Source: an optimization exercise on an open RTL-to-GDS flow (aim: small area, a short achievable clock period and few clock cycles per item). Production flows keep margins and buffers that such runs may drop. Where RTL was checked, it was by simulation tests only, not by an equivalence proof against the original. The RTL of run 4 was laid out without a check of its function.

==> flow/design.v, too long to show whole: its modules and the start of the top module <==
// module afu_index: 9 lines
// module afu_rom: 1215 lines
// module afu_der_tree: 487 lines
// module activation_function_unit: 166 lines
module activation_function_unit (
	input  wire logic                 clk,
	input  wire logic                 arst_n,
	input  wire logic                 item_valid,
	output logic                      item_stall,
	input  wire logic signed [XW-1:0] x_in,
	input  wire logic                 last_in,
	output logic                      result_valid,
	input  wire logic                 result_stall,
	output logic signed [XW-1:0]      y_out,
	output logic                      last_out,
	input  wire logic                 cfg_valid,
	output logic                      cfg_ready,
	input  wire logic [2:0]           cfg_data
);
  // ...
==> flow/run.sh <==
#!/bin/bash
# synth_recipe.tcl (not shown) runs the flow's synth.tcl, then flattens the netlist and writes it again
# the make line also repeats each setting of config.mk as NAME=value (left out here)
make -C /OpenROAD-flow-scripts/flow DESIGN_CONFIG=/design/flow/config.mk WORK_HOME=/design/flow/orfs CLKGATE_MAP_FILE= SYNTH_SCRIPT=/design/flow/synth_recipe.tcl finish
==> flow/config.mk <==
export PLATFORM = sky130hd
export DESIGN_NAME = activation_function_unit
export DESIGN_NICKNAME = activation_function_unit
export VERILOG_FILES = /design/flow/design.v
export SDC_FILE = /design/flow/constraint.sdc
export NUM_CORES = 4
export LEC_CHECK = 0
export ABC_AREA = 1
export CAP_MARGIN = 20
export CORE_MARGIN = 2
export CORE_UTILIZATION = 60
export SLEW_MARGIN = 20
export SYNTH_MEMORY_MAX_BITS = 20000
==> flow/constraint.sdc <==
create_clock -name core_clock -period 12.0 [get_ports {clk}]
set_input_delay 2.4000 -clock core_clock [delete_from_list [all_inputs] [get_ports {clk}]]
set_output_delay 2.4000 -clock core_clock [all_outputs]
set_load 0.01 [all_outputs]
==> summary.txt, run 1 <==
status no timing/DRC/antenna violations; Synth top area share 0.215; routability congestion estimate approximately 1.0; most frequent cells in the layout nand2_1, inv_1, nand3_1, nor2_1, fa_1; R2R Path End c2; Critical Path AT between 4 and 5 ns; final worst-path cycle share 0.351; Hold Slack approximately 0.43 ns; final wirelength roughly 35,000 um; post-synth cell types 54; CP Max Fanout 16; CLK BUF 9; Worst setup endpoint c2; Yosys warnings 1; Seq cells ~110; max-slew headroom at the worst pin 0.336; crit path cell chain nand2_1, inv_1, fa_1, inv_1, fa_1, fa_1, inv_1, fa_1, inv_1, ha_1, nand2_1, nor2_1, nand3_1, o2111ai_1, a22oi_1, nand2_1; most common cell after layout, fill and taps aside nand2_1; grt ovf 0; Biggest Area Class multi-input gates; Cells after Synth approximately 1,500; R2R setup slack around 7.8 ns; first-pass iteration count of the detailed router 6; TritonCTS clock tree done; Hold Path Cell Cnt 0; Finished Cell Area ~12,000 sq um; count leader, synth nand2_1; Layout area overhead 7.21%; CTS Root Cell clkbuf_16; count of non-CTS inverters in the layout between 200 and 300
Testbench counts, summed over its fixed seeds: cycles 24,024, items 24,000.
==> run 2: changes to the inputs <==
--- a/flow/config.mk
+++ b/flow/config.mk
@@ -11,2 +11,3 @@
 export CORE_UTILIZATION = 60
+export CTS_BUF_LIST = sky130_fd_sc_hd__clkbuf_4 sky130_fd_sc_hd__clkbuf_8
 export SLEW_MARGIN = 20
==> run 2 against run 1 <==
Compared with the run above: still clean on timing, DRC and antenna; first-iteration DRC count down 11%; worst hold slack better by 0.011 ns; sequential share of layout area rose by 0.20 points; cell count unchanged; via count fell by 0.75%; fmax is 0.12% lower; critical endpoint unchanged.
==> summary.txt, run 2 <==
Die Area 20,400 sq um (unchanged); Slowest-stage cell, CP edfxtp_1 (unchanged); first-pass GRT wire length 54,700 um (was 54,900 um); most common cell after layout, fill and taps aside nand2_1 (unchanged); fraction of layout cells with a size suffix above 1 0.0396 (unchanged); dominant register cell in the synthesized netlist edfxtp_1 (unchanged); TritonCTS clock tree done (unchanged); first-iteration detailed-routing DRC count 1,121 (was 1,265); synthesized flop and latch total 107 (unchanged); hold_buf cts 0 (unchanged); IO buf count 43 (unchanged); via count of the first global-routing pass 10,100 (about the same); crit-path leading delay family simple AND/OR/NAND/NOR gates (was adder cells); Top cell by count, worst path nand2_1; grt ovf 0 (unchanged); max cap viols 0 (unchanged); Max Clock Skew 0.0189 ns (was 0.0104 ns); FMAX 0.237 GHz (was 0.238 GHz); H-tree depth 3 (unchanged); DRT met1 WL 14,100 um (was 14,200 um); final wirelength 35,000 um (was 35,100 um); Hold Path Cell Cnt 0 (unchanged); FFs w/ async S/R, synth 0.0654 (unchanged); DRC Markers 0 (unchanged); crit path cell chain inv_1, ha_1, nand2_1, nor2_1, a21oi_1, o21ai_0, nor2_1, nor3_1, o21ai_1, nand2_1, nand2_1, nand3_1, nand2_1 (was nand2_1, inv_1, fa_1, inv_1, fa_1, fa_1, inv_1, fa_1, inv_1, ha_1, nand2_1, nor2_1, nand3_1, o2111ai_1, a22oi_1, nand2_1); initial antenna violation count 0 (unchanged); Std-Cell Rows 50 (unchanged); crit-path max cell delay 0.98 ns (was 0.68 ns); die height 143 um (unchanged); # IOs 45 (unchanged); final worst-path cycle share 0.351 (about the same); largest net degree at the start of global routing 80 (unchanged); Avg WL per Cell 19.4 um (was 19.5 um); Worst-Margin Slew 0.995 ns (was 0.996 ns); placed cell count 1,784 (unchanged); Cells after Synth 1,528 (unchanged); DRT antenna net count 0 (unchanged); Synth top area share 0.215 (unchanged); layout filler cell count 1,609 (was 1,591); synth cell count leaders nand2_1, inv_1, nand3_1 (unchanged); post-layout min period 4.21 ns (about the same); Setup TNS Final 0 ns (unchanged); startpoint types flop (unchanged); number of synthesized flops with an enable pin 83 (unchanged); Critical Path AT 4.39 ns (was 4.33 ns); Via-to-Cell Ratio 5.87 (was 5.91); clk buf depth 2 (unchanged); post-synth net total 1,729 (unchanged); CORE AREA 18,800 sq um (unchanged); RSZ-0062 raised after global routing false (unchanged); top sig layer met4 (unchanged); status no timing/DRC/antenna violations (unchanged); CTS resizes 0 (unchanged); met3 routed WL 4460 um (was 4350 um); CP Capture Type flop (unchanged); buffer count from post-CTS setup fixing 0 (unchanged); initial core utilization 0.615 (unchanged); Setup-failing EPs final 0 (unchanged); HPWL after DPL 27,200 um (unchanged); CP Max Fanout 13 (was 16); Clock Latency Late Sink 0.41 ns (was 0.36 ns); # nets final 1,736 (unchanged); register area share after synthesis 0.260 (unchanged); kind of critical path flop to flop (unchanged); Critical Path RT 12.18 ns (was 12.13 ns); worst min path class flop to flop (unchanged); CTS Root Cell clkbuf_8 (was clkbuf_16); via count 10,600 (about the same); most frequent cells in the layout nand2_1, inv_1, nand3_1, nor2_1, fa_1 (unchanged); count leader, synth nand2_1 (unchanged); area leader, netlist edfxtp_1 (unchanged); met2 routed WL 15,300 um (was 15,400 um); Yosys warnings 1 (unchanged); crit path buf inv count 1 (was 4); Tot GR Track Use 0.355 (was 0.356); Layout area overhead 6.34% (was 7.21%); Crit path depth 13 (was 16); max-slew violations 0 (unchanged); worst r2r path cells 13 (was 16); CTS buffer count 9 (unchanged); top post-synthesis cells by area edfxtp_1, fa_1, nand2_1 (unchanged); first-pass iteration count of the detailed router 6 (unchanged); Die Wd 143 um (unchanged); Final Hold Vio Count 0 (unchanged); max-slew headroom at the worst pin 0.336 (about the same); n_diodes 0 (unchanged); routability congestion estimate 1.05 (unchanged); CTS Sinks 107 (unchanged); Avg Inst Size Synth 7.57 sq um (unchanged); post-synth cell types 54 (unchanged); Worst-path clk slew 0.12 ns (was 0.08 ns); Layout Cells excl Fill 1,800 (unchanged); Netlist Area Pre-Place 11,600 sq um (unchanged)
## run 2: cell counts after synthesis
No cell type changed its count.
## run 2: layout make-up
class	instances	area (sq um)	share of cell area
tap	260	325	0.0264
sequential	107	3010	0.244
timing repair buffer	54	508	0.0413
clock inverter	7	80.1	0.00651
multi-input combinational	1105	7290	0.593
inverter	258	968	0.0787
clock buffer	9	124	0.0101
## run 2: worst reg2reg max path, cell delays in order (launching register included)
cell,delay (ns)
edfxtp_1,0.98
inv_1,0.48
ha_1,0.76
nand2_1,0.35
nor2_1,0.36
a21oi_1,0.07
o21ai_0,0.16
nor2_1,0.08
nor3_1,0.21
o21ai_1,0.21
nand2_1,0.10
nand2_1,0.07
nand3_1,0.10
nand2_1,0.05
## run 2: final timing paths
path	from	to	slack, ns
max	k1[0]	c2	7.79
min reg2reg	l1	l2	0.44
max in group asynchronous	arst_n	sv	9.38
max reg2reg	k1[0]	c2	7.79
min in group asynchronous	arst_n	v1	2.30
min	l1	l2	0.44
## run 2: metal layers
| layer | up-vias | GRT usage |
|---|---|---|
| li1 | 4892 | - |
| met1 | 4936 | 0.498 |
| met2 | 632 | 0.537 |
| met3 | 97 | 0.102 |
| met4 | 0 | 0.109 |
| met5 | - | 0 |
## run 2: cell families (layout without fill, tap and decap cells)
logic type,count (synthesis),after routing,share of synthesized area
simple gates,700,700,0.256
buf+inv,316,328,0.110
compound gates,188,188,0.0927
fa+ha+maj,176,176,0.251
flops,107,107,0.260
xor+xnor,39,39,0.0295
other cells,1,1,0.000324
mux,1,1,0.000973
## run 2: per-stage QoR
step	cell area, sq um	hold WS [ns]	worst slack [ns]	utilization
finish	12300	0.437	7.79	0.653
detailed placement	12100	0.405	6.68	0.643
global route	12300	0.445	7.60	0.653
global placement	12100	0.406	6.82	0.643
floorplan	11600	0.400	8.14	-
CTS	12300	0.435	7.11	0.654
==> run 3: changes to the inputs <==
--- a/flow/config.mk
+++ b/flow/config.mk
@@ -10,3 +10,3 @@
 export CORE_MARGIN = 2
-export CORE_UTILIZATION = 60
+export CORE_UTILIZATION = 70
 export CTS_BUF_LIST = sky130_fd_sc_hd__clkbuf_4 sky130_fd_sc_hd__clkbuf_8
==> run 3 against run 2 <==
Compared with the run above: via count up 8.1%; sequential cell count unchanged; largest cell class unchanged; highest routed layer unchanged; first-iteration DRC count is 68% higher; critical endpoint unchanged; sequential share of layout area about the same; cell count down 2.2%; utilization rose by 9.9 points; die area decreased by 14%; clock skew down 0.0035 ns; fmax decreased by 5.7%.
==> summary.txt, run 3 <==
status no timing/DRC/antenna violations (unchanged); Final Core Density 0.752 (was 0.653); post-synth net total 1,729 (unchanged); final wirelength 37,900 um (was 35,000 um); kind of critical path flop to flop (unchanged); CTS Root Cell clkbuf_8 (unchanged); Avg WL per Cell 21.5 um (was 19.4 um); most frequent cells in the layout nand2_1, inv_1, nand3_1, nor2_1, fa_1 (unchanged); FFs w/ async S/R, synth 0.0654 (unchanged); max-slew violations 0 (unchanged); Die Area 17,600 sq um (was 20,400 sq um); dominant register cell in the synthesized netlist edfxtp_1 (unchanged); Std-Cell Rows 47 (was 50); final worst-path cycle share 0.372 (was 0.351); Final Hold Vio Count 0 (unchanged); hold_buf cts 0 (unchanged); clk buf depth 2 (unchanged); mux cell area share after synthesis 0.000973 (unchanged); Setup-failing EPs final 0 (unchanged); grt ovf 0 (unchanged); buffer count from post-CTS setup fixing 0 (unchanged); Critical Path RT 12.18 ns (about the same); most common cell after layout, fill and taps aside nand2_1 (unchanged); Clock Latency Late Sink 0.42 ns (was 0.41 ns); startpoint types flop (unchanged); Yosys warnings 1 (unchanged); largest net degree at the start of global routing 82 (was 80); CTS Sinks 107 (unchanged); compound-gate portion of the synthesized area 0.0927 (unchanged); first-pass iteration count of the detailed router 10 (was 6); # IOs 45 (unchanged); CTS buffer count 9 (unchanged); fraction of layout cells with a size suffix above 1 0.0396 (unchanged); register area share after synthesis 0.260 (unchanged); post-layout min period 4.47 ns (was 4.21 ns); FMAX 0.224 GHz (was 0.237 GHz); Via-to-Cell Ratio 6.48 (was 5.87); Post-Synth Adder-Cell Area 0.251 (unchanged); initial antenna violation count 0 (unchanged); H-tree depth 3 (unchanged); Die Wd 133 um (was 143 um); initial core utilization 0.708 (was 0.615); count leader, synth nand2_1 (unchanged); CP Capture Type flop (unchanged); Worst-path clk slew 0.11 ns (was 0.12 ns); synth cell count leaders nand2_1, inv_1, nand3_1 (unchanged); max-slew headroom at the worst pin 0.305 (was 0.336); via count of the first global-routing pass 11,400 (was 10,100); CTS resizes 0 (unchanged); Critical Path AT 4.64 ns (was 4.39 ns); Setup TNS Final 0 ns (unchanged); Tot GR Track Use 0.447 (was 0.355); first-pass GRT wire length 60,100 um (was 54,700 um); Layout area overhead 6.25% (was 6.34%); CORE AREA 16,300 sq um (was 18,800 sq um); IO buf count 43 (unchanged); HPWL after DPL 27,900 um (was 27,200 um); TritonCTS clock tree done (unchanged); synthesized flop and latch total 107 (unchanged); DRT antenna net count 0 (unchanged); number of synthesized flops with an enable pin 83 (unchanged); post-synth cell types 54 (unchanged); Avg Inst Size Synth 7.57 sq um (unchanged); n_diodes 0 (unchanged); DRC Markers 0 (unchanged); routability congestion estimate 1.08 (was 1.05); worst min path class flop to flop (unchanged); Netlist Area Pre-Place 11,600 sq um (unchanged); via count 11,400 (was 10,600); # nets final 1,736 (unchanged); Cells after Synth 1,528 (unchanged); area leader, netlist edfxtp_1 (unchanged); Max Clock Skew 0.0155 ns (was 0.0189 ns); CP Max Fanout 15 (was 13); max cap viols 0 (unchanged); first-iteration detailed-routing DRC count 1,880 (was 1,121); Worst-Margin Slew 1.04 ns (was 0.995 ns); RSZ-0062 raised after global routing false (unchanged); Post-Synth XOR/XNOR Area 0.0295 (unchanged); post-synthesis simple-gate area fraction 0.256 (unchanged); die height 133 um (was 143 um); largest family of logic cells by synthesized area simple AND/OR/NAND/NOR gates (unchanged); top post-synthesis cells by area edfxtp_1, fa_1, nand2_1 (unchanged); Synth top area share 0.215 (unchanged)
-- run 3: final cells by class --
type                            count  area [sq um]
Sequential cell                   107          3010
Inverter                          258           968
Timing Repair Buffer               54           513
Clock buffer                       10           131
Multi-Input combinational cell   1105          7290
Fill cell                        1147          4050
Tap cell                          220           275
Clock inverter                      6           105
-- run 3: worst paths after layout --
check / startpoint / depth (start not counted) / to / slack (ns)
hold reg to reg: mode_q[0] / 0 / m1[0] / 0.46
setup / recovery: w1[2] / 16 / c2 / 7.53
hold / removal: mode_q[0] / 0 / m1[0] / 0.46
setup reg to reg: w1[2] / 16 / c2 / 7.53
max in group asynchronous: arst_n / 1 / mode_q[0] / 9.44
min in group asynchronous: arst_n / 1 / v1 / 2.26
-- run 3: per-stage QoR --
step	cells	setup slack, ns	instance area (sq um)	hold WS, ns
CTS	1760	7.72	12300	0.456
floorplan	1528	8.14	11600	0.400
global placement	1744	7.42	12100	0.401
finish	1760	7.53	12300	0.458
detailed placement	1744	7.32	12100	0.425
global route	1760	7.47	12300	0.467
-- run 3: per-layer routing --
layer	wire length, um	vias up	global-route usage
li1	-	4896	-
met1	12600	5125	0.540
met2	17000	1063	0.703
met3	5350	323	0.138
met4	2970	0	0.278
met5	0	-	0
-- run 3: cell families (layout without fill, tap and decap cells) --
logic type,count (synthesis),after routing
flip-flops,107,107
buffers and inverters,316,328
adder cells (fa/ha/maj),176,176
XOR/XNOR,39,39
multiplexers,1,1
other,1,1
AO/OA/AOI/OAI,188,188
AND/OR/NAND/NOR,700,700
-- run 3: worst max-delay path, stage by stage (launching register included) --
cell and delay (ns):
edfxtp_1 0.86, nand2_1 0.14, inv_1 0.12, fa_1 0.41, inv_1 0.09, fa_1 0.43
fa_1 0.50, inv_1 0.07, fa_1 0.51, inv_1 0.05, ha_1 0.29, nand2_1 0.10
nor2_1 0.07, nand2_1 0.07, o2111ai_1 0.20, a22oi_1 0.25, nand2_1 0.09
==> module afu_der_tree, before the edit <==
module afu_der_tree (
	input  wire logic [13:0] w,
	input  wire logic        x14,
	input  wire logic        s,
	input  wire logic        sd,
	output logic      [27:0] a,
	output logic      [27:0] b
);
	logic t1;
	logic t2;
	logic t3;
	logic t4;
	logic t5;
	logic t6;
	logic t7;
	logic t8;
	logic t9;
	logic t10;
	logic t11;
	logic t12;
	logic t13;
	logic t14;
	logic t15;
	logic t16;
	logic t17;
	logic t18;
	logic t19;
	logic t20;
	logic t21;
	logic t22;
	logic t23;
	logic t24;
	logic t25;
	logic t26;
	logic t27;
	logic t28;
	logic t29;
	logic t30;
	logic t31;
	logic t32;
	logic t33;
	logic t34;
	logic t35;
	logic t36;
	logic t37;
	logic t38;
	logic t39;
	logic t40;
	logic t41;
	logic t42;
	logic t43;
	logic t44;
	logic t45;
	logic t46;
	logic t47;
	logic t48;
	logic t49;
	logic t50;
	logic t51;
	logic t52;
	logic t53;
	logic t54;
	logic t55;
	logic t56;
	logic t57;
	logic t58;
	logic t59;
	logic t60;
	logic t61;
	logic t62;
	logic t63;
	logic t64;
	logic t65;
	logic t66;
	logic t67;
	logic t68;
	logic t69;
	logic t70;
	logic t71;
	logic t72;
	logic t73;
	logic t74;
	logic t75;
	logic t76;
	logic t77;
	logic t78;
	logic t79;
	logic t80;
	logic t81;
	logic t82;
	logic t83;
	logic t84;
	logic t85;
	logic t86;
	logic t87;
	logic t88;
	logic t89;
	logic t90;
	logic t91;
	logic t92;
	logic t93;
	logic t94;
	logic t95;
	logic t96;
	logic t97;
	logic t98;
	logic t99;
	logic t100;
	logic t101;
	logic t102;
	logic t103;
	logic t104;
	logic t105;
	logic t106;
	logic t107;
	logic t108;
	logic t109;
	logic t110;
	logic t111;
	logic t112;
	logic t113;
	logic t114;
	logic t115;
	logic t116;
	logic t117;
	logic t118;
	logic t119;
	logic t120;
	logic t121;
	logic t122;
	logic t123;
	logic t124;
	logic t125;
	logic t126;
	logic t127;
	logic t128;
	logic t129;
	logic t130;
	logic t131;
	logic t132;
	logic t133;
	logic t134;
	logic t135;
	logic t136;
	logic t137;
	logic t138;
	logic t139;
	logic t140;
	logic t141;
	logic t142;
	logic t143;
	logic t144;
	logic t145;
	logic t146;
	logic t147;
	logic t148;
	logic t149;
	logic t150;
	logic t151;
	logic t152;
	logic t153;
	logic t154;
	logic t155;
	logic t156;
	logic t157;
	logic t158;
	logic t159;
	logic t160;
	logic t161;
	logic t162;
	logic t163;
	logic t164;
	logic t165;
	logic t166;
	logic t167;
	logic t168;
	logic t169;
	logic t170;
	logic t171;
	logic t172;
	logic t173;
	logic t174;
	logic t175;
	logic t176;
	logic t177;
	logic t178;
	logic t179;
	logic t180;
	logic t181;
	logic t182;
	logic t183;
	logic t184;
	logic t185;
	logic t186;
	logic t187;
	logic t188;
	logic t189;
	logic t190;
	logic t191;
	logic t192;
	logic t193;
	logic t194;
	logic t195;
	logic t196;
	logic t197;
	logic t198;
	logic t199;
	logic t200;
	logic t201;
	logic t202;
	logic t203;
	logic t204;
	logic t205;
	logic t206;
	logic t207;
	logic t208;
	logic t209;
	logic t210;
	logic t211;
	logic t212;
	logic t213;
	logic t214;
	logic t215;
	logic t216;
	logic t217;
	logic t218;
	logic t219;
	logic t220;
	logic t221;
	logic t222;
	logic t223;
	logic t224;
	logic t225;
	logic t226;
	logic t227;
	logic t228;
	logic t229;
	logic t230;
	logic t231;
	logic t232;
	logic t233;
	logic t234;
	logic t235;
	logic t236;
	logic t237;
	logic t238;
	assign t1 = (w[0] & w[13]) ^ (w[1] & w[12]) ^ (w[2] & w[11]);
	assign t2 = ((w[0] & w[13]) & (w[1] & w[12])) | ((w[0] & w[13]) & (w[2] & w[11])) | ((w[1] & w[12]) & (w[2] & w[11]));
	assign t3 = (w[0] & w[7]) ^ (w[1] & w[6]);
	assign t4 = (w[0] & w[7]) & (w[1] & w[6]);
	assign t5 = (w[0] & w[8]) ^ (w[1] & w[7]);
	assign t6 = (w[0] & w[8]) & (w[1] & w[7]);
	assign t7 = (w[0] & w[9]) ^ (w[1] & w[8]) ^ (w[2] & w[7]);
	assign t8 = ((w[0] & w[9]) & (w[1] & w[8])) | ((w[0] & w[9]) & (w[2] & w[7])) | ((w[1] & w[8]) & (w[2] & w[7]));
	assign t9 = (w[3] & w[6]) ^ (w[4] & w[5]);
	assign t10 = (w[3] & w[6]) & (w[4] & w[5]);
	assign t11 = (w[0] & w[10]) ^ (w[1] & w[9]) ^ (w[2] & w[8]);
	assign t12 = ((w[0] & w[10]) & (w[1] & w[9])) | ((w[0] & w[10]) & (w[2] & w[8])) | ((w[1] & w[9]) & (w[2] & w[8]));
	assign t13 = (w[3] & w[7]) ^ (w[4] & w[6]);
	assign t14 = (w[3] & w[7]) & (w[4] & w[6]);
	assign t15 = (w[0] & w[11]) ^ (w[1] & w[10]) ^ (w[2] & w[9]);
	assign t16 = ((w[0] & w[11]) & (w[1] & w[10])) | ((w[0] & w[11]) & (w[2] & w[9])) | ((w[1] & w[10]) & (w[2] & w[9]));
	assign t17 = (w[3] & w[8]) ^ (w[4] & w[7]) ^ (w[5] & w[6]);
	assign t18 = ((w[3] & w[8]) & (w[4] & w[7])) | ((w[3] & w[8]) & (w[5] & w[6])) | ((w[4] & w[7]) & (w[5] & w[6]));
	assign t19 = w[6] ^ (s & w[11]);
	assign t20 = w[6] & (s & w[11]);
	assign t21 = (w[0] & w[12]) ^ (w[1] & w[11]) ^ (w[2] & w[10]);
	assign t22 = ((w[0] & w[12]) & (w[1] & w[11])) | ((w[0] & w[12]) & (w[2] & w[10])) | ((w[1] & w[11]) & (w[2] & w[10]));
	assign t23 = (w[3] & w[9]) ^ (w[4] & w[8]) ^ (w[5] & w[7]);
	assign t24 = ((w[3] & w[9]) & (w[4] & w[8])) | ((w[3] & w[9]) & (w[5] & w[7])) | ((w[4] & w[8]) & (w[5] & w[7]));
	assign t25 = (s & w[12]) ^ (sd & ~(w[1] ^ s)) ^ ~sd;
	assign t26 = ((s & w[12]) & (sd & ~(w[1] ^ s))) | ((s & w[12]) & ~sd) | ((sd & ~(w[1] ^ s)) & ~sd);
	assign t27 = t1 ^ (w[3] & w[10]) ^ (w[4] & w[9]);
	assign t28 = (t1 & (w[3] & w[10])) | (t1 & (w[4] & w[9])) | ((w[3] & w[10]) & (w[4] & w[9]));
	assign t29 = (w[5] & w[8]) ^ (w[6] & w[7]) ^ w[7];
	assign t30 = ((w[5] & w[8]) & (w[6] & w[7])) | ((w[5] & w[8]) & w[7]) | ((w[6] & w[7]) & w[7]);
	assign t31 = (s & w[13]) ^ (sd & ~(w[2] ^ s)) ^ ~sd;
	assign t32 = ((s & w[13]) & (sd & ~(w[2] ^ s))) | ((s & w[13]) & ~sd) | ((sd & ~(w[2] ^ s)) & ~sd);
	assign t33 = t2 ^ (w[1] & w[13]) ^ (w[2] & w[12]);
	assign t34 = (t2 & (w[1] & w[13])) | (t2 & (w[2] & w[12])) | ((w[1] & w[13]) & (w[2] & w[12]));
	assign t35 = (w[3] & w[11]) ^ (w[4] & w[10]) ^ (w[5] & w[9]);
	assign t36 = ((w[3] & w[11]) & (w[4] & w[10])) | ((w[3] & w[11]) & (w[5] & w[9])) | ((w[4] & w[10]) & (w[5] & w[9]));
	assign t37 = (w[6] & w[8]) ^ (sd & ~(w[3] ^ s)) ^ ~sd;
	assign t38 = ((w[6] & w[8]) & (sd & ~(w[3] ^ s))) | ((w[6] & w[8]) & ~sd) | ((sd & ~(w[3] ^ s)) & ~sd);
	assign t39 = (w[2] & w[13]) ^ (w[3] & w[12]) ^ (w[4] & w[11]);
	assign t40 = ((w[2] & w[13]) & (w[3] & w[12])) | ((w[2] & w[13]) & (w[4] & w[11])) | ((w[3] & w[12]) & (w[4] & w[11]));
	assign t41 = (w[5] & w[10]) ^ (w[6] & w[9]) ^ (w[7] & w[8]);
	assign t42 = ((w[5] & w[10]) & (w[6] & w[9])) | ((w[5] & w[10]) & (w[7] & w[8])) | ((w[6] & w[9]) & (w[7] & w[8]));
	assign t43 = w[8] ^ (sd & ~(w[4] ^ s)) ^ ~sd;
	assign t44 = (w[8] & (sd & ~(w[4] ^ s))) | (w[8] & ~sd) | ((sd & ~(w[4] ^ s)) & ~sd);
	assign t45 = (w[3] & w[13]) ^ (w[4] & w[12]) ^ (w[5] & w[11]);
	assign t46 = ((w[3] & w[13]) & (w[4] & w[12])) | ((w[3] & w[13]) & (w[5] & w[11])) | ((w[4] & w[12]) & (w[5] & w[11]));
	assign t47 = (w[6] & w[10]) ^ (w[7] & w[9]) ^ (sd & ~(w[5] ^ s));
	assign t48 = ((w[6] & w[10]) & (w[7] & w[9])) | ((w[6] & w[10]) & (sd & ~(w[5] ^ s))) | ((w[7] & w[9]) & (sd & ~(w[5] ^ s)));
	assign t49 = (w[4] & w[13]) ^ (w[5] & w[12]) ^ (w[6] & w[11]);
	assign t50 = ((w[4] & w[13]) & (w[5] & w[12])) | ((w[4] & w[13]) & (w[6] & w[11])) | ((w[5] & w[12]) & (w[6] & w[11]));
	assign t51 = (w[7] & w[10]) ^ (w[8] & w[9]) ^ w[9];
	assign t52 = ((w[7] & w[10]) & (w[8] & w[9])) | ((w[7] & w[10]) & w[9]) | ((w[8] & w[9]) & w[9]);
	assign t53 = (w[5] & w[13]) ^ (w[6] & w[12]) ^ (w[7] & w[11]);
	assign t54 = ((w[5] & w[13]) & (w[6] & w[12])) | ((w[5] & w[13]) & (w[7] & w[11])) | ((w[6] & w[12]) & (w[7] & w[11]));
	assign t55 = (w[6] & w[13]) ^ (w[7] & w[12]) ^ (w[8] & w[11]);
	assign t56 = ((w[6] & w[13]) & (w[7] & w[12])) | ((w[6] & w[13]) & (w[8] & w[11])) | ((w[7] & w[12]) & (w[8] & w[11]));
	assign t57 = (w[0] & w[3]) ^ (w[1] & w[2]);
	assign t58 = (w[0] & w[3]) & (w[1] & w[2]);
	assign t59 = (w[0] & w[4]) ^ (w[1] & w[3]);
	assign t60 = (w[0] & w[4]) & (w[1] & w[3]);
	assign t61 = (w[0] & w[5]) ^ (w[1] & w[4]) ^ (w[2] & w[3]);
	assign t62 = ((w[0] & w[5]) & (w[1] & w[4])) | ((w[0] & w[5]) & (w[2] & w[3])) | ((w[1] & w[4]) & (w[2] & w[3]));
	assign t63 = w[3] ^ (s & w[5]);
	assign t64 = w[3] & (s & w[5]);
	assign t65 = (w[0] & w[6]) ^ (w[1] & w[5]) ^ (w[2] & w[4]);
	assign t66 = ((w[0] & w[6]) & (w[1] & w[5])) | ((w[0] & w[6]) & (w[2] & w[4])) | ((w[1] & w[5]) & (w[2] & w[4]));
	assign t67 = (s & w[6]) ^ 1'b1;
	assign t68 = (s & w[6]) & 1'b1;
	assign t69 = t3 ^ (w[2] & w[5]) ^ (w[3] & w[4]);
	assign t70 = (t3 & (w[2] & w[5])) | (t3 & (w[3] & w[4])) | ((w[2] & w[5]) & (w[3] & w[4]));
	assign t71 = w[4] ^ (s & w[7]) ^ 1'b1;
	assign t72 = (w[4] & (s & w[7])) | (w[4] & 1'b1) | ((s & w[7]) & 1'b1);
	assign t73 = t4 ^ t5 ^ (w[2] & w[6]);
	assign t74 = (t4 & t5) | (t4 & (w[2] & w[6])) | (t5 & (w[2] & w[6]));
	assign t75 = (w[3] & w[5]) ^ (s & w[8]) ^ 1'b1;
	assign t76 = ((w[3] & w[5]) & (s & w[8])) | ((w[3] & w[5]) & 1'b1) | ((s & w[8]) & 1'b1);
	assign t77 = t6 ^ t7 ^ t9;
	assign t78 = (t6 & t7) | (t6 & t9) | (t7 & t9);
	assign t79 = w[5] ^ (s & w[9]) ^ 1'b1;
	assign t80 = (w[5] & (s & w[9])) | (w[5] & 1'b1) | ((s & w[9]) & 1'b1);
	assign t81 = t8 ^ t10 ^ t11;
	assign t82 = (t8 & t10) | (t8 & t11) | (t10 & t11);
	assign t83 = t13 ^ (s & w[10]) ^ 1'b1;
	assign t84 = (t13 & (s & w[10])) | (t13 & 1'b1) | ((s & w[10]) & 1'b1);
	assign t85 = t12 ^ t14 ^ t15;
	assign t86 = (t12 & t14) | (t12 & t15) | (t14 & t15);
	assign t87 = t17 ^ t19 ^ (sd & ~(w[0] ^ s));
	assign t88 = (t17 & t19) | (t17 & (sd & ~(w[0] ^ s))) | (t19 & (sd & ~(w[0] ^ s)));
	assign t89 = t16 ^ t18 ^ t20;
	assign t90 = (t16 & t18) | (t16 & t20) | (t18 & t20);
	assign t91 = t21 ^ t23 ^ t25;
	assign t92 = (t21 & t23) | (t21 & t25) | (t23 & t25);
	assign t93 = t22 ^ t24 ^ t26;
	assign t94 = (t22 & t24) | (t22 & t26) | (t24 & t26);
	assign t95 = t27 ^ t29 ^ t31;
	assign t96 = (t27 & t29) | (t27 & t31) | (t29 & t31);
	assign t97 = t28 ^ t30 ^ t32;
	assign t98 = (t28 & t30) | (t28 & t32) | (t30 & t32);
	assign t99 = t33 ^ t35 ^ t37;
	assign t100 = (t33 & t35) | (t33 & t37) | (t35 & t37);
	assign t101 = t34 ^ t36 ^ t38;
	assign t102 = (t34 & t36) | (t34 & t38) | (t36 & t38);
	assign t103 = t39 ^ t41 ^ t43;
	assign t104 = (t39 & t41) | (t39 & t43) | (t41 & t43);
	assign t105 = t40 ^ t42 ^ t44;
	assign t106 = (t40 & t42) | (t40 & t44) | (t42 & t44);
	assign t107 = t45 ^ t47 ^ ~sd;
	assign t108 = (t45 & t47) | (t45 & ~sd) | (t47 & ~sd);
	assign t109 = t46 ^ t48 ^ t49;
	assign t110 = (t46 & t48) | (t46 & t49) | (t48 & t49);
	assign t111 = t51 ^ (sd & ~(w[6] ^ s)) ^ ~sd;
	assign t112 = (t51 & (sd & ~(w[6] ^ s))) | (t51 & ~sd) | ((sd & ~(w[6] ^ s)) & ~sd);
	assign t113 = t50 ^ t52 ^ t53;
	assign t114 = (t50 & t52) | (t50 & t53) | (t52 & t53);
	assign t115 = (w[8] & w[10]) ^ (sd & ~(w[7] ^ s)) ^ ~sd;
	assign t116 = ((w[8] & w[10]) & (sd & ~(w[7] ^ s))) | ((w[8] & w[10]) & ~sd) | ((sd & ~(w[7] ^ s)) & ~sd);
	assign t117 = t54 ^ t55 ^ (w[9] & w[10]);
	assign t118 = (t54 & t55) | (t54 & (w[9] & w[10])) | (t55 & (w[9] & w[10]));
	assign t119 = w[10] ^ (sd & ~(w[8] ^ s)) ^ ~sd;
	assign t120 = (w[10] & (sd & ~(w[8] ^ s))) | (w[10] & ~sd) | ((sd & ~(w[8] ^ s)) & ~sd);
	assign t121 = t56 ^ (w[7] & w[13]) ^ (w[8] & w[12]);
	assign t122 = (t56 & (w[7] & w[13])) | (t56 & (w[8] & w[12])) | ((w[7] & w[13]) & (w[8] & w[12]));
	assign t123 = (w[9] & w[11]) ^ (sd & ~(w[9] ^ s)) ^ ~sd;
	assign t124 = ((w[9] & w[11]) & (sd & ~(w[9] ^ s))) | ((w[9] & w[11]) & ~sd) | ((sd & ~(w[9] ^ s)) & ~sd);
	assign t125 = (w[8] & w[13]) ^ (w[9] & w[12]) ^ (w[10] & w[11]);
	assign t126 = ((w[8] & w[13]) & (w[9] & w[12])) | ((w[8] & w[13]) & (w[10] & w[11])) | ((w[9] & w[12]) & (w[10] & w[11]));
	assign t127 = w[11] ^ (sd & ~(w[10] ^ s)) ^ ~sd;
	assign t128 = (w[11] & (sd & ~(w[10] ^ s))) | (w[11] & ~sd) | ((sd & ~(w[10] ^ s)) & ~sd);
	assign t129 = (w[9] & w[13]) ^ (w[10] & w[12]) ^ (sd & ~(w[11] ^ s));
	assign t130 = ((w[9] & w[13]) & (w[10] & w[12])) | ((w[9] & w[13]) & (sd & ~(w[11] ^ s))) | ((w[10] & w[12]) & (sd & ~(w[11] ^ s)));
	assign t131 = (w[10] & w[13]) ^ (w[11] & w[12]);
	assign t132 = (w[10] & w[13]) & (w[11] & w[12]);
	assign t133 = (w[0] & w[1]) ^ w[1];
	assign t134 = (w[0] & w[1]) & w[1];
	assign t135 = (w[0] & w[2]) ^ (s & w[2]);
	assign t136 = (w[0] & w[2]) & (s & w[2]);
	assign t137 = t57 ^ w[2] ^ (s & w[3]);
	assign t138 = (t57 & w[2]) | (t57 & (s & w[3])) | (w[2] & (s & w[3]));
	assign t139 = t58 ^ t59 ^ (s & w[4]);
	assign t140 = (t58 & t59) | (t58 & (s & w[4])) | (t59 & (s & w[4]));
	assign t141 = t60 ^ t61 ^ t63;
	assign t142 = (t60 & t61) | (t60 & t63) | (t61 & t63);
	assign t143 = t62 ^ t64 ^ t65;
	assign t144 = (t62 & t64) | (t62 & t65) | (t64 & t65);
	assign t145 = t66 ^ t68 ^ t69;
	assign t146 = (t66 & t68) | (t66 & t69) | (t68 & t69);
	assign t147 = t70 ^ t72 ^ t73;
	assign t148 = (t70 & t72) | (t70 & t73) | (t72 & t73);
	assign t149 = t74 ^ t76 ^ t77;
	assign t150 = (t74 & t76) | (t74 & t77) | (t76 & t77);
	assign t151 = t78 ^ t80 ^ t81;
	assign t152 = (t78 & t80) | (t78 & t81) | (t80 & t81);
	assign t153 = t82 ^ t84 ^ t85;
	assign t154 = (t82 & t84) | (t82 & t85) | (t84 & t85);
	assign t155 = t86 ^ t88 ^ t89;
	assign t156 = (t86 & t88) | (t86 & t89) | (t88 & t89);
	assign t157 = t90 ^ t92 ^ t93;
	assign t158 = (t90 & t92) | (t90 & t93) | (t92 & t93);
	assign t159 = t94 ^ t96 ^ t97;
	assign t160 = (t94 & t96) | (t94 & t97) | (t96 & t97);
	assign t161 = t98 ^ t100 ^ t101;
	assign t162 = (t98 & t100) | (t98 & t101) | (t100 & t101);
	assign t163 = t102 ^ t104 ^ t105;
	assign t164 = (t102 & t104) | (t102 & t105) | (t104 & t105);
	assign t165 = t106 ^ t108 ^ t109;
	assign t166 = (t106 & t108) | (t106 & t109) | (t108 & t109);
	assign t167 = t110 ^ t112 ^ t113;
	assign t168 = (t110 & t112) | (t110 & t113) | (t112 & t113);
	assign t169 = t114 ^ t116 ^ t117;
	assign t170 = (t114 & t116) | (t114 & t117) | (t116 & t117);
	assign t171 = t118 ^ t120 ^ t121;
	assign t172 = (t118 & t120) | (t118 & t121) | (t120 & t121);
	assign t173 = t122 ^ t124 ^ t125;
	assign t174 = (t122 & t124) | (t122 & t125) | (t124 & t125);
	assign t175 = t126 ^ t128 ^ t129;
	assign t176 = (t126 & t128) | (t126 & t129) | (t128 & t129);
	assign t177 = t130 ^ t131 ^ w[12];
	assign t178 = (t130 & t131) | (t130 & w[12]) | (t131 & w[12]);
	assign t179 = t132 ^ (w[11] & w[13]) ^ (sd & ~(w[13] ^ s));
	assign t180 = (t132 & (w[11] & w[13])) | (t132 & (sd & ~(w[13] ^ s))) | ((w[11] & w[13]) & (sd & ~(w[13] ^ s)));
	assign t181 = (w[12] & w[13]) ^ w[13] ^ (sd & ~x14);
	assign t182 = ((w[12] & w[13]) & w[13]) | ((w[12] & w[13]) & (sd & ~x14)) | (w[13] & (sd & ~x14));
	assign t183 = w[0] ^ s;
	assign t184 = w[0] & s;
	assign t185 = (s & w[0]) ^ 1'b1;
	assign t186 = (s & w[0]) & 1'b1;
	assign t187 = t133 ^ (s & w[1]) ^ 1'b1;
	assign t188 = (t133 & (s & w[1])) | (t133 & 1'b1) | ((s & w[1]) & 1'b1);
	assign t189 = t134 ^ t135 ^ 1'b1;
	assign t190 = (t134 & t135) | (t134 & 1'b1) | (t135 & 1'b1);
	assign t191 = t136 ^ t137 ^ 1'b1;
	assign t192 = (t136 & t137) | (t136 & 1'b1) | (t137 & 1'b1);
	assign t193 = t138 ^ t139 ^ 1'b1;
	assign t194 = (t138 & t139) | (t138 & 1'b1) | (t139 & 1'b1);
	assign t195 = t140 ^ t141 ^ 1'b1;
	assign t196 = (t140 & t141) | (t140 & 1'b1) | (t141 & 1'b1);
	assign t197 = t142 ^ t143 ^ t67;
	assign t198 = (t142 & t143) | (t142 & t67) | (t143 & t67);
	assign t199 = t144 ^ t145 ^ t71;
	assign t200 = (t144 & t145) | (t144 & t71) | (t145 & t71);
	assign t201 = t146 ^ t147 ^ t75;
	assign t202 = (t146 & t147) | (t146 & t75) | (t147 & t75);
	assign t203 = t148 ^ t149 ^ t79;
	assign t204 = (t148 & t149) | (t148 & t79) | (t149 & t79);
	assign t205 = t150 ^ t151 ^ t83;
	assign t206 = (t150 & t151) | (t150 & t83) | (t151 & t83);
	assign t207 = t152 ^ t153 ^ t87;
	assign t208 = (t152 & t153) | (t152 & t87) | (t153 & t87);
	assign t209 = t154 ^ t155 ^ t91;
	assign t210 = (t154 & t155) | (t154 & t91) | (t155 & t91);
	assign t211 = t156 ^ t157 ^ t95;
	assign t212 = (t156 & t157) | (t156 & t95) | (t157 & t95);
	assign t213 = t158 ^ t159 ^ t99;
	assign t214 = (t158 & t159) | (t158 & t99) | (t159 & t99);
	assign t215 = t160 ^ t161 ^ t103;
	assign t216 = (t160 & t161) | (t160 & t103) | (t161 & t103);
	assign t217 = t162 ^ t163 ^ t107;
	assign t218 = (t162 & t163) | (t162 & t107) | (t163 & t107);
	assign t219 = t164 ^ t165 ^ t111;
	assign t220 = (t164 & t165) | (t164 & t111) | (t165 & t111);
	assign t221 = t166 ^ t167 ^ t115;
	assign t222 = (t166 & t167) | (t166 & t115) | (t167 & t115);
	assign t223 = t168 ^ t169 ^ t119;
	assign t224 = (t168 & t169) | (t168 & t119) | (t169 & t119);
	assign t225 = t170 ^ t171 ^ t123;
	assign t226 = (t170 & t171) | (t170 & t123) | (t171 & t123);
	assign t227 = t172 ^ t173 ^ t127;
	assign t228 = (t172 & t173) | (t172 & t127) | (t173 & t127);
	assign t229 = t174 ^ t175 ^ ~sd;
	assign t230 = (t174 & t175) | (t174 & ~sd) | (t175 & ~sd);
	assign t231 = t176 ^ t177 ^ (sd & ~(w[12] ^ s));
	assign t232 = (t176 & t177) | (t176 & (sd & ~(w[12] ^ s))) | (t177 & (sd & ~(w[12] ^ s)));
	assign t233 = t178 ^ t179 ^ ~sd;
	assign t234 = (t178 & t179) | (t178 & ~sd) | (t179 & ~sd);
	assign t235 = t180 ^ t181 ^ ~sd;
	assign t236 = (t180 & t181) | (t180 & ~sd) | (t181 & ~sd);
	assign t237 = t182 ^ (sd & ~s) ^ ~sd;
	assign t238 = (t182 & (sd & ~s)) | (t182 & ~sd) | ((sd & ~s) & ~sd);
	assign a = {t236, t234, t232, t230, t228, t226, t224, t222, t220, t218, t216, t214, t212, t210, t208, t206, t204, t202, t200, t198, t196, t194, t192, t190, t188, t186, t184, t183};
	assign b = {t237, t235, t233, t231, t229, t227, t225, t223, t221, t219, t217, t215, t213, t211, t209, t207, t205, t203, t201, t199, t197, t195, t193, t191, t189, t187, t185, ~sd};
endmodule
==> module activation_function_unit, before the edit <==
module activation_function_unit (
	input  wire logic                 clk,
	input  wire logic                 arst_n,
	input  wire logic                 item_valid,
	output logic                      item_stall,
	input  wire logic signed [XW-1:0] x_in,
	input  wire logic                 last_in,
	output logic                      result_valid,
	input  wire logic                 result_stall,
	output logic signed [XW-1:0]      y_out,
	output logic                      last_out,
	input  wire logic                 cfg_valid,
	output logic                      cfg_ready,
	input  wire logic [2:0]           cfg_data
);
	logic [2:0]           mode_q;
	logic                 adv, take, acc;
	logic                 v1;
	logic                 s1, x14_1;
	logic [13:0]          w1;
	logic                 sat1, thi1, tlo1;
	logic signed [XW-1:0] x1;
	logic [8:0]           k1;
	logic                 l1;
	logic [2:0]           m1;
	logic                 v2;
	logic [XW-1:0]        a2, b2;
	logic                 c2;
	logic                 l2;
	logic [XW-1:0]        y2;
	logic                 ov;
	logic signed [XW-1:0] y_q;
	logic                 l_q;
	logic                 sv;
	logic [XW-1:0]        s_y;
	logic                 s_l;
	logic                 neg;
	logic [8:0]           k0;
	logic [12:0]          tab;
	logic [12:0]          tanh_m;
	logic [27:0]          ta, tb;
	logic [12:0]          low;
	logic                 sat0, thi0, tlo0;
	logic [XW-1:0]        a1, b1;
	logic                 c1;
	assign adv = !sv;
	assign take = ov && !result_stall;
	assign acc = item_valid && adv;
	assign item_stall = sv;
	assign cfg_ready = 1'b1;
	assign result_valid = ov;
	assign y_out = y_q;
	assign last_out = l_q;
	assign neg = s1;
	assign x1 = {s1, x14_1, w1 ^ {14{s1}}};
	afu_index u_index (
		.use_tanh(mode_q == MODE_TANH),
		.x       (x_in),
		.k       (k0)
	);
	afu_rom u_rom (
		.k(k1),
		.d(tab)
	);
	afu_der_tree u_der (
		.w  (w1),
		.x14(x14_1),
		.s  (s1),
		.sd(m1 == MODE_SIG_DER),
		.a (ta),
		.b (tb)
	);
	assign low = {1'b0, ~ta[11:0]} + {1'b0, ~tb[11:0]};
	always_comb begin
		if (mode_q == MODE_SIG_DER)
			sat0 = (x_in >= 16'sd13813) || (x_in <= -16'sd9717);
		else
			sat0 = (x_in >= 16'sd12289) || (x_in <= -16'sd12289);
		thi0 = x_in[15:14] == 2'b01 && x_in[13:0] != 14'd0;
		tlo0 = x_in[15:14] == 2'b10;
	end
	always_comb begin
		tanh_m = {1'b0, tab[12:1]};
		a1 = '0;
		b1 = '0;
		c1 = 1'b0;
		case (m1)
			MODE_SIG: begin
				a1 = {4'b0, !neg, tab[12:2] ^ {11{neg}}};
				c1 = tab[0] ^ neg;
			end
			MODE_TANH: begin
				if (thi1)
					a1 = 16'h1000;
				else if (tlo1)
					a1 = 16'hF000;
				else begin
					a1 = {{3{neg}}, tanh_m ^ {13{neg}}};
					c1 = neg;
				end
			end
			MODE_SIG_DER, MODE_TANH_DER: begin
				if (sat1)
					a1 = 16'h8000;
				else begin
					a1 = ~ta[27:12];
					b1 = ~tb[27:12];
					c1 = low[12];
				end
			end
			MODE_IDENT: a1 = x1;
			MODE_ONE:   a1 = 16'h1000;
			default:    a1 = '0;
		endcase
	end
	assign y2 = a2 + b2 + 16'(c2);
	always_ff @(posedge clk or negedge arst_n) begin
		if (!arst_n) begin
			mode_q <= 3'(MODE_SIG);
			v1 <= 1'b0;
			v2 <= 1'b0;
			ov <= 1'b0;
			sv <= 1'b0;
		end else begin
			if (cfg_valid)
				mode_q <= cfg_data;
			if (adv) begin
				v1 <= acc;
				v2 <= v1;
			end
			if (sv) begin
				if (take) begin
					ov <= 1'b1;
					sv <= 1'b0;
				end
			end else if (!ov || take) begin
				ov <= v2;
			end else begin
				sv <= v2;
			end
		end
	end
	always_ff @(posedge clk) begin
		if (adv) begin
			s1 <= x_in[15];
			x14_1 <= x_in[14];
			w1 <= x_in[13:0] ^ {14{x_in[15]}};
			sat1 <= sat0;
			thi1 <= thi0;
			tlo1 <= tlo0;
			k1 <= k0;
			l1 <= last_in;
			m1 <= mode_q;
			a2 <= a1;
			b2 <= b1;
			c2 <= c1;
			l2 <= l1;
			s_y <= y2;
			s_l <= l2;
		end
		if (!ov || take) begin
			y_q <= sv ? s_y : y2;
			l_q <= sv ? s_l : l2;
		end
	end
endmodule
==> run 4: changes to the inputs <==
--- a/flow/design.v
+++ b/flow/design.v
@@ -1241,5 +1241,3 @@
 module afu_der_tree (
-	input  wire logic [13:0] w,
-	input  wire logic        x14,
-	input  wire logic        s,
+	input  wire logic [15:0] x,
 	input  wire logic        sd,
@@ -1248,2 +1246,6 @@
 );
+	logic        s;
+	logic [13:0] w;
+	assign s = x[15];
+	assign w = x[13:0] ^ {14{s}};
 	logic t1;
@@ -1510,4 +1512,4 @@
 	assign t24 = ((w[3] & w[9]) & (w[4] & w[8])) | ((w[3] & w[9]) & (w[5] & w[7])) | ((w[4] & w[8]) & (w[5] & w[7]));
-	assign t25 = (s & w[12]) ^ (sd & ~(w[1] ^ s)) ^ ~sd;
-	assign t26 = ((s & w[12]) & (sd & ~(w[1] ^ s))) | ((s & w[12]) & ~sd) | ((sd & ~(w[1] ^ s)) & ~sd);
+	assign t25 = (s & w[12]) ^ (sd & ~x[1]) ^ ~sd;
+	assign t26 = ((s & w[12]) & (sd & ~x[1])) | ((s & w[12]) & ~sd) | ((sd & ~x[1]) & ~sd);
 	assign t27 = t1 ^ (w[3] & w[10]) ^ (w[4] & w[9]);
@@ -1516,4 +1518,4 @@
 	assign t30 = ((w[5] & w[8]) & (w[6] & w[7])) | ((w[5] & w[8]) & w[7]) | ((w[6] & w[7]) & w[7]);
-	assign t31 = (s & w[13]) ^ (sd & ~(w[2] ^ s)) ^ ~sd;
-	assign t32 = ((s & w[13]) & (sd & ~(w[2] ^ s))) | ((s & w[13]) & ~sd) | ((sd & ~(w[2] ^ s)) & ~sd);
+	assign t31 = (s & w[13]) ^ (sd & ~x[2]) ^ ~sd;
+	assign t32 = ((s & w[13]) & (sd & ~x[2])) | ((s & w[13]) & ~sd) | ((sd & ~x[2]) & ~sd);
 	assign t33 = t2 ^ (w[1] & w[13]) ^ (w[2] & w[12]);
@@ -1522,4 +1524,4 @@
 	assign t36 = ((w[3] & w[11]) & (w[4] & w[10])) | ((w[3] & w[11]) & (w[5] & w[9])) | ((w[4] & w[10]) & (w[5] & w[9]));
-	assign t37 = (w[6] & w[8]) ^ (sd & ~(w[3] ^ s)) ^ ~sd;
-	assign t38 = ((w[6] & w[8]) & (sd & ~(w[3] ^ s))) | ((w[6] & w[8]) & ~sd) | ((sd & ~(w[3] ^ s)) & ~sd);
+	assign t37 = (w[6] & w[8]) ^ (sd & ~x[3]) ^ ~sd;
+	assign t38 = ((w[6] & w[8]) & (sd & ~x[3])) | ((w[6] & w[8]) & ~sd) | ((sd & ~x[3]) & ~sd);
 	assign t39 = (w[2] & w[13]) ^ (w[3] & w[12]) ^ (w[4] & w[11]);
@@ -1528,8 +1530,8 @@
 	assign t42 = ((w[5] & w[10]) & (w[6] & w[9])) | ((w[5] & w[10]) & (w[7] & w[8])) | ((w[6] & w[9]) & (w[7] & w[8]));
-	assign t43 = w[8] ^ (sd & ~(w[4] ^ s)) ^ ~sd;
-	assign t44 = (w[8] & (sd & ~(w[4] ^ s))) | (w[8] & ~sd) | ((sd & ~(w[4] ^ s)) & ~sd);
+	assign t43 = w[8] ^ (sd & ~x[4]) ^ ~sd;
+	assign t44 = (w[8] & (sd & ~x[4])) | (w[8] & ~sd) | ((sd & ~x[4]) & ~sd);
 	assign t45 = (w[3] & w[13]) ^ (w[4] & w[12]) ^ (w[5] & w[11]);
 	assign t46 = ((w[3] & w[13]) & (w[4] & w[12])) | ((w[3] & w[13]) & (w[5] & w[11])) | ((w[4] & w[12]) & (w[5] & w[11]));
-	assign t47 = (w[6] & w[10]) ^ (w[7] & w[9]) ^ (sd & ~(w[5] ^ s));
-	assign t48 = ((w[6] & w[10]) & (w[7] & w[9])) | ((w[6] & w[10]) & (sd & ~(w[5] ^ s))) | ((w[7] & w[9]) & (sd & ~(w[5] ^ s)));
+	assign t47 = (w[6] & w[10]) ^ (w[7] & w[9]) ^ (sd & ~x[5]);
+	assign t48 = ((w[6] & w[10]) & (w[7] & w[9])) | ((w[6] & w[10]) & (sd & ~x[5])) | ((w[7] & w[9]) & (sd & ~x[5]));
 	assign t49 = (w[4] & w[13]) ^ (w[5] & w[12]) ^ (w[6] & w[11]);
@@ -1572,4 +1574,4 @@
 	assign t86 = (t12 & t14) | (t12 & t15) | (t14 & t15);
-	assign t87 = t17 ^ t19 ^ (sd & ~(w[0] ^ s));
-	assign t88 = (t17 & t19) | (t17 & (sd & ~(w[0] ^ s))) | (t19 & (sd & ~(w[0] ^ s)));
+	assign t87 = t17 ^ t19 ^ (sd & ~x[0]);
+	assign t88 = (t17 & t19) | (t17 & (sd & ~x[0])) | (t19 & (sd & ~x[0]));
 	assign t89 = t16 ^ t18 ^ t20;
@@ -1596,22 +1598,22 @@
 	assign t110 = (t46 & t48) | (t46 & t49) | (t48 & t49);
-	assign t111 = t51 ^ (sd & ~(w[6] ^ s)) ^ ~sd;
-	assign t112 = (t51 & (sd & ~(w[6] ^ s))) | (t51 & ~sd) | ((sd & ~(w[6] ^ s)) & ~sd);
+	assign t111 = t51 ^ (sd & ~x[6]) ^ ~sd;
+	assign t112 = (t51 & (sd & ~x[6])) | (t51 & ~sd) | ((sd & ~x[6]) & ~sd);
 	assign t113 = t50 ^ t52 ^ t53;
 	assign t114 = (t50 & t52) | (t50 & t53) | (t52 & t53);
-	assign t115 = (w[8] & w[10]) ^ (sd & ~(w[7] ^ s)) ^ ~sd;
-	assign t116 = ((w[8] & w[10]) & (sd & ~(w[7] ^ s))) | ((w[8] & w[10]) & ~sd) | ((sd & ~(w[7] ^ s)) & ~sd);
+	assign t115 = (w[8] & w[10]) ^ (sd & ~x[7]) ^ ~sd;
+	assign t116 = ((w[8] & w[10]) & (sd & ~x[7])) | ((w[8] & w[10]) & ~sd) | ((sd & ~x[7]) & ~sd);
 	assign t117 = t54 ^ t55 ^ (w[9] & w[10]);
 	assign t118 = (t54 & t55) | (t54 & (w[9] & w[10])) | (t55 & (w[9] & w[10]));
-	assign t119 = w[10] ^ (sd & ~(w[8] ^ s)) ^ ~sd;
-	assign t120 = (w[10] & (sd & ~(w[8] ^ s))) | (w[10] & ~sd) | ((sd & ~(w[8] ^ s)) & ~sd);
+	assign t119 = w[10] ^ (sd & ~x[8]) ^ ~sd;
+	assign t120 = (w[10] & (sd & ~x[8])) | (w[10] & ~sd) | ((sd & ~x[8]) & ~sd);
 	assign t121 = t56 ^ (w[7] & w[13]) ^ (w[8] & w[12]);
 	assign t122 = (t56 & (w[7] & w[13])) | (t56 & (w[8] & w[12])) | ((w[7] & w[13]) & (w[8] & w[12]));
-	assign t123 = (w[9] & w[11]) ^ (sd & ~(w[9] ^ s)) ^ ~sd;
-	assign t124 = ((w[9] & w[11]) & (sd & ~(w[9] ^ s))) | ((w[9] & w[11]) & ~sd) | ((sd & ~(w[9] ^ s)) & ~sd);
+	assign t123 = (w[9] & w[11]) ^ (sd & ~x[9]) ^ ~sd;
+	assign t124 = ((w[9] & w[11]) & (sd & ~x[9])) | ((w[9] & w[11]) & ~sd) | ((sd & ~x[9]) & ~sd);
 	assign t125 = (w[8] & w[13]) ^ (w[9] & w[12]) ^ (w[10] & w[11]);
 	assign t126 = ((w[8] & w[13]) & (w[9] & w[12])) | ((w[8] & w[13]) & (w[10] & w[11])) | ((w[9] & w[12]) & (w[10] & w[11]));
-	assign t127 = w[11] ^ (sd & ~(w[10] ^ s)) ^ ~sd;
-	assign t128 = (w[11] & (sd & ~(w[10] ^ s))) | (w[11] & ~sd) | ((sd & ~(w[10] ^ s)) & ~sd);
-	assign t129 = (w[9] & w[13]) ^ (w[10] & w[12]) ^ (sd & ~(w[11] ^ s));
-	assign t130 = ((w[9] & w[13]) & (w[10] & w[12])) | ((w[9] & w[13]) & (sd & ~(w[11] ^ s))) | ((w[10] & w[12]) & (sd & ~(w[11] ^ s)));
+	assign t127 = w[11] ^ (sd & ~x[10]) ^ ~sd;
+	assign t128 = (w[11] & (sd & ~x[10])) | (w[11] & ~sd) | ((sd & ~x[10]) & ~sd);
+	assign t129 = (w[9] & w[13]) ^ (w[10] & w[12]) ^ (sd & ~x[11]);
+	assign t130 = ((w[9] & w[13]) & (w[10] & w[12])) | ((w[9] & w[13]) & (sd & ~x[11])) | ((w[10] & w[12]) & (sd & ~x[11]));
 	assign t131 = (w[10] & w[13]) ^ (w[11] & w[12]);
@@ -1664,6 +1666,6 @@
 	assign t178 = (t130 & t131) | (t130 & w[12]) | (t131 & w[12]);
-	assign t179 = t132 ^ (w[11] & w[13]) ^ (sd & ~(w[13] ^ s));
-	assign t180 = (t132 & (w[11] & w[13])) | (t132 & (sd & ~(w[13] ^ s))) | ((w[11] & w[13]) & (sd & ~(w[13] ^ s)));
-	assign t181 = (w[12] & w[13]) ^ w[13] ^ (sd & ~x14);
-	assign t182 = ((w[12] & w[13]) & w[13]) | ((w[12] & w[13]) & (sd & ~x14)) | (w[13] & (sd & ~x14));
+	assign t179 = t132 ^ (w[11] & w[13]) ^ (sd & ~x[13]);
+	assign t180 = (t132 & (w[11] & w[13])) | (t132 & (sd & ~x[13])) | ((w[11] & w[13]) & (sd & ~x[13]));
+	assign t181 = (w[12] & w[13]) ^ w[13] ^ (sd & ~x[14]);
+	assign t182 = ((w[12] & w[13]) & w[13]) | ((w[12] & w[13]) & (sd & ~x[14])) | (w[13] & (sd & ~x[14]));
 	assign t183 = w[0] ^ s;
@@ -1716,4 +1718,4 @@
 	assign t230 = (t174 & t175) | (t174 & ~sd) | (t175 & ~sd);
-	assign t231 = t176 ^ t177 ^ (sd & ~(w[12] ^ s));
-	assign t232 = (t176 & t177) | (t176 & (sd & ~(w[12] ^ s))) | (t177 & (sd & ~(w[12] ^ s)));
+	assign t231 = t176 ^ t177 ^ (sd & ~x[12]);
+	assign t232 = (t176 & t177) | (t176 & (sd & ~x[12])) | (t177 & (sd & ~x[12]));
 	assign t233 = t178 ^ t179 ^ ~sd;
@@ -1722,4 +1724,4 @@
 	assign t236 = (t180 & t181) | (t180 & ~sd) | (t181 & ~sd);
-	assign t237 = t182 ^ (sd & ~s) ^ ~sd;
-	assign t238 = (t182 & (sd & ~s)) | (t182 & ~sd) | ((sd & ~s) & ~sd);
+	assign t237 = t182 ^ (sd & ~x[15]) ^ ~sd;
+	assign t238 = (t182 & (sd & ~x[15])) | (t182 & ~sd) | ((sd & ~x[15]) & ~sd);
 	assign a = {t236, t234, t232, t230, t228, t226, t224, t222, t220, t218, t216, t214, t212, t210, t208, t206, t204, t202, t200, t198, t196, t194, t192, t190, t188, t186, t184, t183};
@@ -1747,5 +1749,2 @@
 	logic                 v1;
-	logic                 s1, x14_1;
-	logic [13:0]          w1;
-	logic                 sat1, thi1, tlo1;
 	logic signed [XW-1:0] x1;
@@ -1771,3 +1770,3 @@
 	logic [12:0]          low;
-	logic                 sat0, thi0, tlo0;
+	logic                 sat;
 	logic [XW-1:0]        a1, b1;
@@ -1782,4 +1781,3 @@
 	assign last_out = l_q;
-	assign neg = s1;
-	assign x1 = {s1, x14_1, w1 ^ {14{s1}}};
+	assign neg = x1[15];
 	afu_index u_index (
@@ -1794,5 +1792,3 @@
 	afu_der_tree u_der (
-		.w  (w1),
-		.x14(x14_1),
-		.s  (s1),
+		.x (x1),
 		.sd(m1 == MODE_SIG_DER),
@@ -1803,10 +1799,6 @@
 	always_comb begin
-		if (mode_q == MODE_SIG_DER)
-			sat0 = (x_in >= 16'sd13813) || (x_in <= -16'sd9717);
+		if (m1 == MODE_SIG_DER)
+			sat = (x1 >= 16'sd13813) || (x1 <= -16'sd9717);
 		else
-			sat0 = (x_in >= 16'sd12289) || (x_in <= -16'sd12289);
-		thi0 = x_in[15:14] == 2'b01 && x_in[13:0] != 14'd0;
-		tlo0 = x_in[15:14] == 2'b10;
-	end
-	always_comb begin
+			sat = (x1 >= 16'sd12289) || (x1 <= -16'sd12289);
 		tanh_m = {1'b0, tab[12:1]};
@@ -1821,5 +1813,5 @@
 			MODE_TANH: begin
-				if (thi1)
+				if (x1[15:14] == 2'b01 && x1[13:0] != 14'd0)
 					a1 = 16'h1000;
-				else if (tlo1)
+				else if (x1[15:14] == 2'b10)
 					a1 = 16'hF000;
@@ -1831,3 +1823,3 @@
 			MODE_SIG_DER, MODE_TANH_DER: begin
-				if (sat1)
+				if (sat)
 					a1 = 16'h8000;
@@ -1873,8 +1865,3 @@
 		if (adv) begin
-			s1 <= x_in[15];
-			x14_1 <= x_in[14];
-			w1 <= x_in[13:0] ^ {14{x_in[15]}};
-			sat1 <= sat0;
-			thi1 <= thi0;
-			tlo1 <= tlo0;
+			x1 <= x_in;
 			k1 <= k0;
--- a/flow/config.mk
+++ b/flow/config.mk
@@ -7,7 +7,5 @@
 export LEC_CHECK = 0
-export ABC_AREA = 1
 export CAP_MARGIN = 20
 export CORE_MARGIN = 2
-export CORE_UTILIZATION = 70
-export CTS_BUF_LIST = sky130_fd_sc_hd__clkbuf_4 sky130_fd_sc_hd__clkbuf_8
+export CORE_UTILIZATION = 40
 export SLEW_MARGIN = 20
==> run 4 against run 3 <==
Compared with the run above: worst hold slack lost 0.016 ns; utilization is 31 points lower; cell count shrank 6.4%; fmax fell by 6.8%; non-clock buffer count stayed put; critical path depth fell by 3; count of clock-buffer cells in the layout is 1 lower; global-route usage down 23 points; sequential cell count shrank 3; design area increased by 0.43%.
==> summary.txt, run 4 <==
CTS Sinks 104 (was 107); final worst-path cycle share 0.400 (was 0.372); synth cell count leaders inv_1, nor2_1, fa_1 (was nand2_1, inv_1, nand3_1); first-iteration detailed-routing DRC count 1,202 (was 1,880); fraction of layout cells with a size suffix above 1 0.0741 (was 0.0396); first-pass GRT wire length 52,800 um (was 60,100 um); number of synthesized flops with an enable pin 80 (was 83); # nets final 1,459 (was 1,736); most frequent cells in the layout inv_1, nor2_1, fa_1, nand2_1, edfxtp_1 (was nand2_1, inv_1, nand3_1, nor2_1, fa_1); R2R Path End c2 (unchanged); startpoint types flop (unchanged); DRC Markers 0 (unchanged); most common cell after layout, fill and taps aside inv_1 (was nand2_1); Avg Inst Size Synth 8.91 sq um (was 7.57 sq um); H-tree depth 3 (unchanged); max-slew headroom at the worst pin 0.320 (was 0.305); worst min path class flop to flop (unchanged); routability congestion estimate 1.00 (was 1.08); buffer count from post-CTS setup fixing 0 (unchanged); Setup-failing EPs final 0 (unchanged); Std-Cell Rows 61 (was 47); Layout area overhead 8.37% (was 6.25%); grt ovf 0 (unchanged); pre-CTS setup slack 6.87 ns (was 7.32 ns); FMAX 0.209 GHz (was 0.224 GHz); IO buf count 43 (unchanged); Clock Latency Late Sink 0.36 ns (was 0.42 ns); worst r2r path cells 13 (was 16); Worst setup endpoint c2 (unchanged); status no timing/DRC/antenna violations (unchanged); CP Max Fanout 39 (was 15); CTS Root Cell clkbuf_16 (was clkbuf_8); DRT antenna net count 0 (unchanged); synthesized flop and latch total 104 (was 107); area of placed instances 12,000 sq um (was 12,100 sq um); Synth top area share 0.211 (was 0.215); TritonCTS clock tree done (unchanged); Final Hold Vio Count 0 (unchanged); HPWL after DPL 24,700 um (was 27,900 um); count leader, synth inv_1 (was nand2_1); CTS buffer count 9 (unchanged); via count of the first global-routing pass 9,384 (was 11,400); kind of critical path flop to flop (unchanged); post-layout min period 4.79 ns (was 4.47 ns); CTS resizes 0 (unchanged); first-pass iteration count of the detailed router 6 (was 10); Yosys warnings 1 (unchanged); Die Area 29,900 sq um (was 17,600 sq um); Max Clock Skew 0.00748 ns (was 0.0155 ns); initial core utilization 0.408 (was 0.708); Netlist Area Pre-Place 11,400 sq um (was 11,600 sq um); Die Wd 173 um (was 133 um); post-synth cell types 89 (was 54); initial antenna violation count 2 (was 0); reg2reg start x1[15] (was w1[2]); FFs w/ async S/R, synth 0.0673 (was 0.0654); Cells after Synth 1,279 (was 1,528); CORE AREA 27,900 sq um (was 16,300 sq um); die height 173 um (was 133 um); post-synth net total 1,474 (was 1,729); Tot GR Track Use 0.221 (was 0.447); Worst-Margin Slew 1.02 ns (was 1.04 ns); hold_buf cts 0 (unchanged); Avg WL per Cell 19.9 um (was 21.5 um); final wirelength 32,800 um (was 37,900 um)
run 4: cell types whose count changed in the layout (fill, tap and decap cells not counted), moves of 14 or more:
| cell | change |
|---|---|
| a21oi_1 | +17 |
| nand3_1 | -95 |
| and3_1 | +14 |
| nand2b_1 | +17 |
| nor2_1 | +20 |
| xnor2_1 | +22 |
| xor2_1 | -21 |
| mux2i_1 | +20 |
| nand2_1 | -322 |
| nor2b_1 | +18 |
| or2_2 | +34 |
| inv_1 | -106 |
run 4: worst max-delay path: stages (launching register included):
cell       delay [ns]
edfxtp_1         0.33
buf_4            0.41
ha_1             0.53
or2_2            0.40
fa_1             0.55
fa_1             0.43
fa_1             0.49
inv_1            0.05
fa_1             0.49
inv_1            0.04
ha_1             0.18
a2111oi_0        0.33
a21o_1           0.21
nand3_1          0.07
run 4: area by class of cell:
cell class / count / area [sq um]
diodes: 1 / 2.50
clock buffers: 9 / 225
clock inverters: 7 / 91.3
fillers: 2772 / 15600
inverters: 142 / 533
multi-input cells: 953 / 7590
flip-flops and latches: 104 / 2920
well taps: 378 / 473
repair buffers: 54 / 513
run 4: routing by layer:
layer	vias to the layer above	share of wire	track usage
met5	-	0.00040	0
met4	2	0.032	0.0629
met3	92	0.091	0.0438
met2	526	0.44	0.332
met1	4692	0.44	0.322
li1	4458	-	-
run 4: how the worst min path moves through the flow:
stage	from	to	slack (ns)	cells past startpoint
4_1_cts	l1	l2	0.45	0
2_1_floorplan	l1	l2	0.40	0
3_5_place_dp	l1	l2	0.41	0
6_report	l1	l2	0.44	0
5_1_grt	l1	l2	0.45	0
3_3_place_gp	l1	l2	0.41	0
run 4: per-stage QoR:
stage          cells  hold WS [ns]   util
2_1_floorplan   1279         0.400      -
3_3_place_gp    1631         0.412  0.431
3_5_place_dp    1631         0.413  0.431
4_1_cts         1647         0.445  0.442
5_1_grt         1647         0.451  0.442
6_report        1648         0.442  0.442
run 4: cells by family (layout without fill, tap and decap cells):
logic type / Yosys count / count (layout) / synth area share
AO/OA/AOI/OAI: 313 / 313 / 0.187
XOR/XNOR: 40 / 40 / 0.0307
adder cells (fa/ha/maj): 170 / 170 / 0.249
buffers and inverters: 222 / 212 / 0.0776
flip-flops: 104 / 104 / 0.256
multiplexers: 29 / 29 / 0.0265
other: 1 / 2 / 0.000329
AND/OR/NAND/NOR: 400 / 400 / 0.173

==> what the ideal ports hide <==
In the flow no input, the clock included, has a driving cell. The finished layouts below were timed again as built, in two steps. Step 1, drivers: a clkbuf_16 drives clk and a buf_2 each remaining input, both assumed. Step 2 also shifts input and output timing later by t, the mid clock arrival at the registers, as if the neighbouring blocks saw the same clock. a / b / c = ideal / step 1 / step 2; a / b = the first two.
run	t (ns)	setup WS [ns]	clock arrival spread, ns
run 1	0.406	7.791 / 7.791 / 7.467	0.011 / 0.011
run 2	0.443	7.787 / 7.787 / 7.472	0.019 / 0.019
run 3	0.457	7.532 / 7.532 / 7.280	0.015 / 0.015
run 4	0.403	7.205 / 7.205 / 6.883	0.009 / 0.010
After both steps setup and hold are still met in every run listed. For run 1, which loses most, drivers alone change the setup slack by 0.000 ns; drivers and shift together by -0.324 ns.
